This is an optimization exercise on Yosys and OpenROAD, whose aim is small area, not a production implementation.
In this exercise RTL edits were held to simulation tests only and were not proved equivalent to the original.
No activity file was given, so power comes from the tool's default toggle rates.

==> build 58: inputs <==
// core_debug_unit
module core_debug_unit #(
    parameter int NUM_REGS = 32
)(
    input  logic        clk,
    input  logic        reset_n,
    input  logic        retire_valid_i,
    input  logic [31:0] retire_pc_i,
    input  logic        retire_jump_i,
    input  logic [31:0] retire_target_i,
    input  logic        ebreak_i,
    input  logic        pipe_empty_i,
    input  logic        wb_en_i,
    input  logic [4:0]  wb_addr_i,
    input  logic [31:0] wb_data_i,
    input  logic [4:0]  core_raddr_i,
    output logic [31:0] core_rdata_o,
    input  logic        haltreq_i,
    input  logic        resumereq_i,
    output logic        running_o,
    output logic        halted_o,
    output logic        resumeack_o,
    output logic [31:0] resume_pc_o,
    input  logic        ar_en_i,
    input  logic        ar_wr_i,
    input  logic [15:0] ar_addr_i,
    input  logic [31:0] ar_wdata_i,
    output logic [31:0] ar_rdata_o,
    output logic        ar_done_o
);
    logic [31:0] dpc;
    logic [1:0]  cause;
    logic        dpc_we;
    logic        gpr_we;
    logic        is_gpr;
    logic        is_dpc;
    logic [7:0]  csr_const;
    logic        rf_we;
    logic [4:0]  rf_waddr;
    logic [31:0] rf_wdata;
    dbg_halt_fsm u_dbg_halt_fsm (
        .clk             (clk),
        .reset_n         (reset_n),
        .haltreq_i       (haltreq_i),
        .resumereq_i     (resumereq_i),
        .ebreak_i        (ebreak_i),
        .retire_valid_i  (retire_valid_i),
        .retire_jump_i   (retire_jump_i),
        .pipe_empty_i    (pipe_empty_i),
        .retire_pc_i     (retire_pc_i),
        .retire_target_i (retire_target_i),
        .dpc_we_i        (dpc_we),
        .dpc_wdata_i     (ar_wdata_i),
        .running_o       (running_o),
        .halted_o        (halted_o),
        .resumeack_o     (resumeack_o),
        .dpc_o           (dpc),
        .cause_o         (cause)
    );
    abstract_reg_access u_abstract_reg_access (
        .ar_en_i     (ar_en_i),
        .ar_wr_i     (ar_wr_i),
        .ar_addr_i   (ar_addr_i),
        .ar_done_o   (ar_done_o),
        .halted_i    (halted_o),
        .cause_i     (cause),
  ...
==> module dbg_pc_inc, before the edit <==
module dbg_pc_inc (
    input  logic [31:0] pc_i,
    output logic [31:0] inc_o
);
    logic [31:2] carry;
    assign carry[2] = 1'b1;
    for (genvar b = 3; b < 32; b++) begin : g_carry
        assign carry[b] = carry[b-1] & pc_i[b-1];
    end
    assign inc_o[1:0]  = pc_i[1:0];
    assign inc_o[31:2] = pc_i[31:2] ^ carry[31:2];
endmodule
Settings: LEC_CHECK=0, CAP_MARGIN=20, CORE_MARGIN=2, CORE_UTILIZATION=30, PLACE_DENSITY=0.45, SETUP_SLACK_MARGIN=1.0, SLEW_MARGIN=20, SYNTH_HIERARCHICAL=1, SYNTH_MINIMUM_KEEP_SIZE=0; clock period 8.0 ns.
standard.sh (not shown) runs the stock make flow with config.mk's settings and CLKGATE_MAP_FILE= SYNTH_SCRIPT=/design/flow/synth_recipe.tcl, a recipe that flattens the netlist after the stock synthesis.
==> flow/flow/run.sh <==
#!/bin/bash
# Standard ORFS layout (the standard.sh, standard synthesis), with two
# changes to how the layout is made:
#  - port buffers use the smallest buffer cell instead of the default pick
#  - clock tree: larger sink clusters and no dummy loads
set -euo pipefail
export BUFFER_PORTS_ARGS="-buffer_cell sky130_fd_sc_hd__buf_1"
export CTS_ARGS="-sink_clustering_enable -repair_clock_nets -dont_use_dummy_load -buf_list sky130_fd_sc_hd__clkbuf_16 -sink_clustering_size 20 -sink_clustering_max_diameter 100"
bash standard.sh BUFFER_PORTS_ARGS="$BUFFER_PORTS_ARGS" CTS_ARGS="$CTS_ARGS" finish > make_finish.log 2>&1
==> trial 95 (differences from build 58) <==
--- a/flow/design.v
+++ b/flow/design.v
@@ -14,36 +14,29 @@
     input  logic        dpc_sel_i,
     input  logic [31:0] dpc_i,
     input  logic [7:0]  csr_const_i,
     output logic [31:0] dbg_rdata_o
 );
     logic [32*(NUM_REGS-1)-1:0] words;
+    logic [NUM_REGS-1:1]        vld_q;
     logic [NUM_REGS-1:1]        wsel;
     logic [NUM_REGS-1:1]        wsel_n;
     logic [NUM_REGS-1:1]        csel;
     logic [NUM_REGS-1:1]        dsel;
-    logic [3:0] w_lo, c_lo, d_lo;
-    logic [7:0] w_hi, c_hi, d_hi;
-    gpr_predec u_wdec (.en_i (we_i),      .addr_i (waddr_i),      .lo_o (w_lo), .hi_o (w_hi));
-    gpr_predec u_cdec (.en_i (1'b1),      .addr_i (core_raddr_i), .lo_o (c_lo), .hi_o (c_hi));
-    gpr_predec u_ddec (.en_i (dbg_ren_i), .addr_i (dbg_raddr_i),  .lo_o (d_lo), .hi_o (d_hi));
     for (genvar i = 1; i < NUM_REGS; i++) begin : g_sel
-        gpr_regsel u_sel (
-            .clk      (clk),
-            .reset_n  (reset_n),
-            .w_lo_i   (w_lo[i % 4]),
-            .w_hi_i   (w_hi[i / 4]),
-            .c_lo_i   (c_lo[i % 4]),
-            .c_hi_i   (c_hi[i / 4]),
-            .d_lo_i   (d_lo[i % 4]),
-            .d_hi_i   (d_hi[i / 4]),
-            .wsel_o   (wsel[i]),
-            .wsel_n_o (wsel_n[i]),
-            .csel_o   (csel[i]),
-            .dsel_o   (dsel[i])
-        );
+        assign wsel[i]   = we_i && (waddr_i == i);
+        assign wsel_n[i] = !wsel[i];
+        assign csel[i]   = vld_q[i] && (core_raddr_i == i);
+        assign dsel[i]   = vld_q[i] && dbg_ren_i && (dbg_raddr_i == i);
+    end
+    always_ff @(posedge clk or negedge reset_n) begin
+        if (!reset_n) begin
+            vld_q <= '0;
+        end else begin
+            vld_q <= vld_q | wsel;
+        end
     end
     for (genvar i = 1; i < NUM_REGS; i++) begin : g_word
         gpr_word u_word (
             .clk    (clk),
             .we_i   (wsel[i]),
             .we_n_i (wsel_n[i]),
@@ -87,55 +80,12 @@
                 .xd_i   (dpc_i[b]),
                 .y_o    (dbg_rdata_o[b])
             );
         end
     end
 endmodule
-module gpr_predec (
-    input  logic       en_i,
-    input  logic [4:0] addr_i,
-    output logic [3:0] lo_o,
-    output logic [7:0] hi_o
-);
-    for (genvar j = 0; j < 4; j++) begin : g_lo
-        assign lo_o[j] = en_i && (addr_i[1:0] == j);
-    end
-    for (genvar k = 0; k < 8; k++) begin : g_hi
-        assign hi_o[k] = (addr_i[4:2] == k);
-    end
-endmodule
-module gpr_regsel (
-    input  logic clk,
-    input  logic reset_n,
-    input  logic w_lo_i,
-    input  logic w_hi_i,
-    input  logic c_lo_i,
-    input  logic c_hi_i,
-    input  logic d_lo_i,
-    input  logic d_hi_i,
-    output logic wsel_o,
-    output logic wsel_n_o,
-    output logic csel_o,
-    output logic dsel_o
-);
-    logic vld_q;
-    assign wsel_n_o = !(w_lo_i && w_hi_i);
-    gpr_inv u_wsel (
-        .a (wsel_n_o),
-        .y (wsel_o)
-    );
-    assign csel_o   = vld_q && c_lo_i && c_hi_i;
-    assign dsel_o   = vld_q && d_lo_i && d_hi_i;
-    always_ff @(posedge clk or negedge reset_n) begin
-        if (!reset_n) begin
-            vld_q <= 1'b0;
-        end else begin
-            vld_q <= vld_q || !wsel_n_o;
-        end
-    end
-endmodule
 module gpr_word (
     input  logic        clk,
     input  logic        we_i,
     input  logic        we_n_i,
     input  logic [31:0] d_i,
     output logic [31:0] q_o
@@ -151,18 +101,12 @@
         );
     end
     always_ff @(posedge clk) begin
         q_o <= nxt;
     end
 endmodule
-module gpr_inv (
-    input  logic a,
-    output logic y
-);
-    assign y = !a;
-endmodule
 module gpr_ao22 (
     input  logic a1,
     input  logic a2,
     input  logic b1,
     input  logic b2,
     output logic y
@@ -287,13 +231,12 @@
     localparam logic [1:0] ST_RUNNING  = 2'd0;
     localparam logic [1:0] ST_HALTING  = 2'd1;    
     localparam logic [1:0] ST_HALTED   = 2'd2;
     localparam logic [1:0] ST_RESUMING = 2'd3;    
     logic [1:0]  state_q;
     logic [31:0] next_pc_q;    
-    logic        next_pc_vld_q;    
     logic [31:0] dpc_q;
     logic [1:0]  cause_q;      
     logic running, halting, halted, resuming;
     logic retire_ok;           
     logic ebreak_hit;
     logic follow;              
@@ -308,18 +251,20 @@
     assign follow     = !state_q[1];
     assign dpc_follow = (running && !ebreak_hit && haltreq_i) || (halting && cause_q[1]);
     logic np_tgt, np_inc, np_dpc, np_hold;
     assign np_tgt  = follow && retire_ok && retire_jump_i;
     assign np_inc  = follow && retire_ok && !retire_jump_i;
     assign np_dpc  = resuming;
-    assign np_hold = !(np_tgt || np_inc || np_dpc) && next_pc_vld_q;
-    logic dp_rpc, dp_npc, dp_wd, dp_hold;
+    assign np_hold = !(np_tgt || np_inc || np_dpc);
+    logic dp_rpc, dp_tgt, dp_inc, dp_npc, dp_wd, dp_hold;
     assign dp_rpc  = running && ebreak_hit;
-    assign dp_npc  = dpc_follow;
+    assign dp_tgt  = dpc_follow && retire_ok && retire_jump_i;
+    assign dp_inc  = dpc_follow && retire_ok && !retire_jump_i;
+    assign dp_npc  = dpc_follow && !retire_ok;
     assign dp_wd   = halted && dpc_we_i;
-    assign dp_hold = !(dp_rpc || dp_npc || dp_wd);
+    assign dp_hold = !(dp_rpc || dp_tgt || dp_inc || dp_npc || dp_wd);
     dbg_pc_inc u_inc (
         .pc_i  (retire_pc_i),
         .inc_o (pc_inc)
     );
     logic [31:0] next_pc_nxt;
     logic [31:0] dpc_nxt;
@@ -328,30 +273,29 @@
             .s0 (np_tgt),  .d0 (retire_target_i[b]),
             .s1 (np_inc),  .d1 (pc_inc[b]),
             .s2 (np_dpc),  .d2 (dpc_q[b]),
             .s3 (np_hold), .d3 (next_pc_q[b]),
             .y  (next_pc_nxt[b])
         );
-        dbg_sel4 u_dp (
+        dbg_sel6 u_dp (
             .s0 (dp_rpc),  .d0 (retire_pc_i[b]),
-            .s1 (dp_npc),  .d1 (next_pc_nxt[b]),
-            .s2 (dp_wd),   .d2 (dpc_wdata_i[b]),
-            .s3 (dp_hold), .d3 (dpc_q[b]),
+            .s1 (dp_tgt),  .d1 (retire_target_i[b]),
+            .s2 (dp_inc),  .d2 (pc_inc[b]),
+            .s3 (dp_npc),  .d3 (next_pc_q[b]),
+            .s4 (dp_wd),   .d4 (dpc_wdata_i[b]),
+            .s5 (dp_hold), .d5 (dpc_q[b]),
             .y  (dpc_nxt[b])
         );
     end
-    always_ff @(posedge clk) begin
-        next_pc_q <= next_pc_nxt;
-    end
     always_ff @(posedge clk or negedge reset_n) begin
         if (!reset_n) begin
-            next_pc_vld_q <= 1'b0;
-            dpc_q         <= '0;
+            next_pc_q <= '0;
+            dpc_q     <= '0;
         end else begin
-            next_pc_vld_q <= 1'b1;
-            dpc_q         <= dpc_nxt;
+            next_pc_q <= next_pc_nxt;
+            dpc_q     <= dpc_nxt;
         end
     end
     always_ff @(posedge clk or negedge reset_n) begin
         if (!reset_n) begin
             state_q <= ST_RUNNING;
             cause_q <= '0;
@@ -413,12 +357,36 @@
         .b1 (s1), .b2 (d1),
         .c1 (s2), .c2 (d2),
         .y  (g0_n)
     );
     assign y = !(g0_n && !(s3 && d3));
 endmodule
+module dbg_sel6 (
+    input  logic s0, d0,
+    input  logic s1, d1,
+    input  logic s2, d2,
+    input  logic s3, d3,
+    input  logic s4, d4,
+    input  logic s5, d5,
+    output logic y
+);
+    logic g0_n, g1_n;
+    cdu_aoi222 u_g0 (
+        .a1 (s0), .a2 (d0),
+        .b1 (s1), .b2 (d1),
+        .c1 (s2), .c2 (d2),
+        .y  (g0_n)
+    );
+    cdu_aoi222 u_g1 (
+        .a1 (s3), .a2 (d3),
+        .b1 (s4), .b2 (d4),
+        .c1 (s5), .c2 (d5),
+        .y  (g1_n)
+    );
+    assign y = !(g0_n && g1_n);
+endmodule
 `timescale 1ns/10ps
 module abstract_reg_access (
     input  logic        ar_en_i,
     input  logic        ar_wr_i,
     input  logic [15:0] ar_addr_i,
     output logic        ar_done_o,
@@ -513,25 +481,15 @@
         .is_gpr_o    (is_gpr),
         .is_dpc_o    (is_dpc),
         .csr_const_o (csr_const),
         .dpc_we_o    (dpc_we),
         .gpr_we_o    (gpr_we)
     );
-    logic halted_n;
-    assign halted_n = !halted_o;
     assign rf_we    = halted_o ? gpr_we : wb_en_i;
     assign rf_waddr = halted_o ? ar_addr_i[4:0] : wb_addr_i;
-    for (genvar b = 0; b < 32; b++) begin : g_wdata
-        gpr_ao22 u_wd (
-            .a1 (halted_o),
-            .a2 (ar_wdata_i[b]),
-            .b1 (halted_n),
-            .b2 (wb_data_i[b]),
-            .y  (rf_wdata[b])
-        );
-    end
+    assign rf_wdata = halted_o ? ar_wdata_i : wb_data_i;
     gpr_file #(
         .NUM_REGS (NUM_REGS)
     ) u_gpr_file (
         .clk          (clk),
         .reset_n      (reset_n),
         .we_i         (rf_we),
==> flow/run.sh (new file) <==
#!/bin/bash
# synth_recipe.tcl (not shown) runs the flow's synth.tcl, then flattens the netlist and writes it again
# the make line also repeats each setting of config.mk as NAME=value (left out here)
make -C /OpenROAD-flow-scripts/flow DESIGN_CONFIG=/design/flow/config.mk WORK_HOME=/design/flow/orfs CLKGATE_MAP_FILE= SYNTH_SCRIPT=/design/flow/synth_recipe.tcl finish
Settings changed: CORE_UTILIZATION 30 to 45, CTS_BUF_LIST set to sky130_fd_sc_hd__clkbuf_8, PLACE_DENSITY 0.45 to 0.55, SETUP_SLACK_MARGIN 1.0 to 0.3.
removed: flow/flow/run.sh
removed: flow/standard.sh
==> trial 76 (differences from build 58) <==
--- a/flow/design.v
+++ b/flow/design.v
@@ -389,20 +389,41 @@
     assign cause_o     = cause_q;
 endmodule
 module dbg_pc_inc (
     input  logic [31:0] pc_i,
     output logic [31:0] inc_o
 );
-    logic [31:2] carry;
-    assign carry[2] = 1'b1;
-    for (genvar b = 3; b < 32; b++) begin : g_carry
-        assign carry[b] = carry[b-1] & pc_i[b-1];
+    logic [31:2] carry;     
+    logic [10:0] gcarry;    
+    assign gcarry[0] = 1'b1;
+    for (genvar g = 0; g < 10; g++) begin : g_grp
+        localparam int B = 2 + 3*g;
+        assign carry[B] = gcarry[g];
+        if (g == 0) begin : g_first
+            assign carry[B+1]  = pc_i[B];
+            assign carry[B+2]  = pc_i[B] & pc_i[B+1];
+            assign gcarry[g+1] = pc_i[B] & pc_i[B+1] & pc_i[B+2];
+        end else begin : g_rest
+            dbg_and2 u_c1 (.a (gcarry[g]), .b (pc_i[B]), .y (carry[B+1]));
+            dbg_and3 u_c2 (.a (gcarry[g]), .b (pc_i[B]), .c (pc_i[B+1]), .y (carry[B+2]));
+            dbg_and4 u_gc (.a (gcarry[g]), .b (pc_i[B]), .c (pc_i[B+1]), .d (pc_i[B+2]),
+                           .y (gcarry[g+1]));
+        end
     end
     assign inc_o[1:0]  = pc_i[1:0];
     assign inc_o[31:2] = pc_i[31:2] ^ carry[31:2];
 endmodule
+module dbg_and2 (input logic a, b, output logic y);
+    assign y = a & b;
+endmodule
+module dbg_and3 (input logic a, b, c, output logic y);
+    assign y = a & b & c;
+endmodule
+module dbg_and4 (input logic a, b, c, d, output logic y);
+    assign y = a & b & c & d;
+endmodule
 module dbg_sel4 (
     input  logic s0, d0,
     input  logic s1, d1,
     input  logic s2, d2,
     input  logic s3, d3,
     output logic y
Settings changed: CAP_MARGIN 20 to 5, SETUP_SLACK_MARGIN 1.0 to 0.5, SLEW_MARGIN 20 to 5.
==> notes <==
Total power: build 58 < trial 76 < trial 95.
Sequential share of layout area: trial 95 is lower than build 58 (3.1 points).
Register-to-register slack: trial 76 < build 58 < trial 95.
The highest maximum frequency belongs to build 58, the lowest to trial 95.
Design area: trial 95 > build 58 > trial 76.
The lowest global-route usage belongs to build 58, the highest to trial 95.
The lowest combinational power belongs to trial 95, the highest to trial 76.

-- what the ideal ports hide --
Ports are ideal in the flow. The routed layouts listed here were re-timed in OpenROAD. Step 1 (the two cells are an assumption about what drives the block):
set clk [get_ports {clk}]
set_driving_cell -lib_cell sky130_fd_sc_hd__clkbuf_16 $clk
set_driving_cell -lib_cell sky130_fd_sc_hd__buf_2 [delete_from_list [all_inputs] $clk]
Step 2 also shifts input and output timing later by t, the mid clock arrival at the registers, as if the neighbouring blocks saw the same clock. Slacks: no drivers / after step 1 / after step 2; pairs: no drivers / after step 1.
run | t, ns | setup WS [ns] | latest minus earliest clock arrival (ns) | worst data-port slew with drivers (ns)
build 58 | 0.786 | 1.210 / 1.188 / 0.585 | 0.038 / 0.037 | 0.07
trial 95 | 0.948 | 0.444 / 0.416 / -0.235 | 0.059 / 0.060 | 0.09
trial 76 | 0.794 | 1.003 / 0.984 / 0.984 | 0.056 / 0.056 | 0.17
Met with ideal ports but missed after step 2: setup timing in trial 95. The setup slack of trial 95, which loses most, moves by -0.028 ns with the drivers and by -0.679 ns with both steps.
